What follows belongs to an exercise in optimizing a design on an open flow for small area, a short achievable clock period and few clock cycles per item; a production flow would make more cautious choices.
Power figures rest on the tool's default switching activity, not on a simulated workload.

== 10-05 ==
==> module prefix_network, before the edit <==
module prefix_network (
	input wire logic clk,
	input wire logic enable,
	input wire prefix_data_pkg::block_t data_in,
	output prefix_data_pkg::block_t sums
);
	prefix_data_pkg::block_t layer_sums [0:3];
	prefix_data_pkg::block_t layer_in [0:3-1];
	prefix_data_pkg::block_t held;
	assign layer_sums[0] = data_in;
	for (genvar l = 0; l < 3; l++) begin : g_layer
		if (l == 2) begin : g_after_reg
			assign layer_in[l] = held;
		end else begin : g_chain
			assign layer_in[l] = layer_sums[l];
		end
		prefix_layer #(
			.SPAN(1 << l)
		) u_layer (
			.sums_in(layer_in[l]),
			.sums_out(layer_sums[l+1])
		);
	end
	always_ff @(posedge clk) begin
		if (enable) begin
			held <= layer_sums[2];
		end
	end
	if (2 == 3) begin : g_out_reg
		assign sums = held;
	end else begin : g_out_comb
		assign sums = layer_sums[3];
	end
endmodule
clock: 4.0 ns
lec_check: 0
abc_clock_period_in_ps: 1500
cap_margin: 20
core_margin: 2
core_utilization: 40
setup_slack_margin: 2.0
slew_margin: 20
run.sh (not shown) runs the stock make flow with config.mk's settings and CLKGATE_MAP_FILE= SYNTH_SCRIPT=/design/flow/synth_recipe.tcl, a recipe that flattens the netlist after the stock synthesis.
Input changes introduced in 11-27 (baseline for comparison: 10-05):
-- flow/design.v --
<<< 10-05, line 101
	assign layer_sums[0] = data_in;
	for (genvar l = 0; l < 3; l++) begin : g_layer
		if (l == 2) begin : g_after_reg
			assign layer_in[l] = held;
		end else begin : g_chain
>>> 11-27, line 101
	assign layer_sums[0] = data_in;
	for (genvar l = 0; l < 3; l++) begin : g_layer
		if (l == 3) begin : g_after_reg
			assign layer_in[l] = held;
		end else begin : g_chain
<<< 10-05, line 115
	always_ff @(posedge clk) begin
		if (enable) begin
			held <= layer_sums[2];
		end
	end
	if (2 == 3) begin : g_out_reg
		assign sums = held;
	end else begin : g_out_comb
>>> 11-27, line 115
	always_ff @(posedge clk) begin
		if (enable) begin
			held <= layer_sums[3];
		end
	end
	if (3 == 3) begin : g_out_reg
		assign sums = held;
	end else begin : g_out_comb
## What came out
- | 11-27 | all stages done | FAIL | setup timing |
- Pin count of the biggest net entering global routing was lower in 10-05 than in 11-27.
- In 11-27, the overall power consumption came out about 33% above the value in 10-05.
- Going from 10-05 to 11-27, setup TNS after final layout shrinks by 2.63 ns.
- The slew at the pin closest to its max-slew limit number comes out higher for 11-27 vs 10-05.
- The higher sequential power came out of 11-27.
- Hold slack in 11-27 is 0.015 ns below 10-05.
- Compared with 10-05, die area in 11-27 decreased by a few percent.
- Looking at final cell count without fillers, 11-27 sits above 10-05.
- Taking 10-05 as the reference, in 11-27 final cell area excluding filler cells went up, count of non-CTS inverters in the layout went down.
- u_network.held[24]$_DFFE_PP_ as the first element of the critical path was reported by 10-05, and data_in[16] by 11-27.
- Summary of 11-27 over 10-05: total number of tap cells dropped 13%; first-iteration DRC count climbed 77%; peak clock frequency supported by timing lost 74 MHz.
No run of this note included a check of the RTL's function; only the layout flow was run.

* * *

## the reference run
The RTL this note starts from:
==> flow/design.v <==
`default_nettype none
package prefix_data_pkg;
	typedef logic signed [8-1:0] lane_t;
	typedef lane_t [8-1:0] block_t;
endpackage
`default_nettype wire
`default_nettype none
package prefix_ctrl_pkg;
	typedef logic [32-1:0] tag_t;
endpackage
`default_nettype wire
`timescale 1ns/10ps
`default_nettype none
module pipe_control (
	input wire logic clk,
	input wire logic reset,
	input wire logic valid_in,
	input wire logic ready_in,
	input wire prefix_ctrl_pkg::tag_t tag_in,
	output logic enable,
	output logic ready_out,
	output logic busy,
	output logic valid_out,
	output prefix_ctrl_pkg::tag_t tag_out
);
	logic valid_q;
	prefix_ctrl_pkg::tag_t tag_q;
	assign enable = ready_in;
	assign ready_out = ready_in;
	always_ff @(posedge clk or posedge reset) begin
		if (reset) begin
			valid_q <= 1'b0;
		end else if (enable) begin
			valid_q <= valid_in;
		end
	end
	always_ff @(posedge clk) begin
		if (enable) begin
			tag_q <= tag_in;
		end
	end
	assign busy = valid_q;
	assign valid_out = valid_q;
	assign tag_out = tag_q;
endmodule
`default_nettype wire
`timescale 1ns/10ps
`default_nettype none
module prefix_layer #(
	parameter int SPAN = 1
) (
	input wire prefix_data_pkg::block_t sums_in,
	output prefix_data_pkg::block_t sums_out
);
	localparam int W = 8;
	logic [8*W-1:0] flat_in;
	logic [8*W-1:0] flat_next;
	assign flat_in = sums_in;
	for (genvar i = 0; i < 8; i++) begin : g_lane
		if ((i & SPAN) != 0) begin : g_add
			localparam int SRC = (i / (2 * SPAN)) * (2 * SPAN) + SPAN - 1;
			assign flat_next[i*W +: W] = flat_in[i*W +: W] + flat_in[SRC*W +: W];
		end else begin : g_pass
			assign flat_next[i*W +: W] = flat_in[i*W +: W];
		end
	end
	assign sums_out = flat_next;
endmodule
`default_nettype wire
`timescale 1ns/10ps
`default_nettype none
module prefix_network (
	input wire logic clk,
	input wire logic enable,
	input wire prefix_data_pkg::block_t data_in,
	output prefix_data_pkg::block_t sums
);
	prefix_data_pkg::block_t layer_sums [0:3];
	prefix_data_pkg::block_t layer_in [0:3-1];
	prefix_data_pkg::block_t held;
	assign layer_sums[0] = data_in;
	for (genvar l = 0; l < 3; l++) begin : g_layer
		if (l == 2) begin : g_after_reg
			assign layer_in[l] = held;
		end else begin : g_chain
			assign layer_in[l] = layer_sums[l];
		end
		prefix_layer #(
			.SPAN(1 << l)
		) u_layer (
			.sums_in(layer_in[l]),
			.sums_out(layer_sums[l+1])
		);
	end
	always_ff @(posedge clk) begin
		if (enable) begin
			held <= layer_sums[2];
		end
	end
	if (2 == 3) begin : g_out_reg
		assign sums = held;
	end else begin : g_out_comb
		assign sums = layer_sums[3];
	end
endmodule
`default_nettype wire
`timescale 1ns/10ps
`default_nettype none
module prefix_adder_top (
	input wire logic clk,
	input wire logic reset,
	input wire logic valid_in,
	input wire logic ready_in,
	input wire prefix_ctrl_pkg::tag_t tag_in,
	input wire prefix_data_pkg::block_t data_in,
	output logic busy,
	output logic ready_out,
	output logic valid_out,
	output prefix_ctrl_pkg::tag_t tag_out,
	output prefix_data_pkg::block_t data_out
);
	logic enable;
	pipe_control u_control (
		.clk(clk),
		.reset(reset),
		.valid_in(valid_in),
		.ready_in(ready_in),
		.tag_in(tag_in),
		.enable(enable),
		.ready_out(ready_out),
		.busy(busy),
		.valid_out(valid_out),
		.tag_out(tag_out)
	);
	prefix_network u_network (
		.clk(clk),
		.enable(enable),
		.data_in(data_in),
		.sums(data_out)
	);
endmodule
`default_nettype wire
clock: 4.0 ns
lec_check: 0
abc_clock_period_in_ps: 1500
cap_margin: 20
core_margin: 2
core_utilization: 40
setup_slack_margin: 2.0
slew_margin: 20
What the trial run does differently from the reference run at the input level:
-- flow/design.v --
<<< the reference run, line 81
	assign layer_sums[0] = data_in;
	for (genvar l = 0; l < 3; l++) begin : g_layer
		if (l == 2) begin : g_after_reg
			assign layer_in[l] = held;
		end else begin : g_chain
>>> the trial run, line 81
	assign layer_sums[0] = data_in;
	for (genvar l = 0; l < 3; l++) begin : g_layer
		if (l == 3) begin : g_after_reg
			assign layer_in[l] = held;
		end else begin : g_chain
<<< the reference run, line 95
	always_ff @(posedge clk) begin
		if (enable) begin
			held <= layer_sums[2];
		end
	end
	if (2 == 3) begin : g_out_reg
		assign sums = held;
	end else begin : g_out_comb
>>> the trial run, line 95
	always_ff @(posedge clk) begin
		if (enable) begin
			held <= layer_sums[3];
		end
	end
	if (3 == 3) begin : g_out_reg
		assign sums = held;
	end else begin : g_out_comb
Across the trial run and the reference run, a clean result was obtained everywhere but in the trial run.
Total non-filler cell area in the finished layout in the trial run is 4.4% lower than in the reference run
Taking the trial run over the reference run, the fmax ratio works out to 0.71.
Comparing the trial run and the reference run, number of nets in the synthesized netlist is lower on the trial run.
The trial run has portion of the layout cell area used by clock cells above what the reference run had.
Measured against the trial run, the multi-input combinational cell count of the reference run comes out at 1.3 times the reference value.
For the met2 wirelength from detailed routing, the trial run came in 11% lower than the reference run did.
The trial run ended with less highest fanout seen on the critical path than the reference run.
In the metrics for the trial run and the reference run, the one carrying the higher proportion of synthesized chip area in sequential cells is the trial run.
In the flow results for the trial run and the reference run, the first-iteration DRC count is smaller on the reference run.
Compared to the reference run, the trial run shows a narrower setup margin.
Cmp the trial run vs the reference run: utilization higher in the trial run
[the trial run] post-route clock period utilization rose 36 points relative to the reference run
Of the trial run and the reference run, the run reporting the higher minimum period implied by the final worst setup slack was the trial run.
In the reports for the trial run and the reference run, the smaller setup violation total in the final timing report belongs to the reference run.
Function was not checked in any run of this note: the RTL went through the layout flow alone.

[re-timing with driven ports]
How much do the figures lean on ideal ports? The routed layouts below were timed once more, with nothing changed but the port constraints.
Step 1 sets driving cells, clkbuf_16 on the clock port and buf_2 on the other inputs (assumed; they add their load-dependent delay and slew).
Step 2 times the ports against the registers' clock, not the clock port: input delays grow and output delays shrink by t, the midpoint of the rising clock arrivals with the driver on.
Slacks: ideal ports / drivers / drivers and shift; pairs: ideal ports / drivers.
run | t, ns | setup WS [ns] | latest minus earliest clock arrival (ns)
10-05 | 0.393 | 0.711 / 0.672 / 0.336 | 0.010 / 0.010
11-27 | 0.394 | -0.349 / -0.356 / -0.749 | 0.009 / 0.009
the reference run | 0.395 | 0.391 / 0.380 / -0.015 | 0.013 / 0.013
the trial run | 0.389 | -1.052 / -1.061 / -1.450 | 0.014 / 0.014
Met with ideal ports but missed after step 2: setup timing in the reference run. The setup slack of the reference run, which loses most, moves by -0.011 ns with the drivers and by -0.406 ns with both steps.
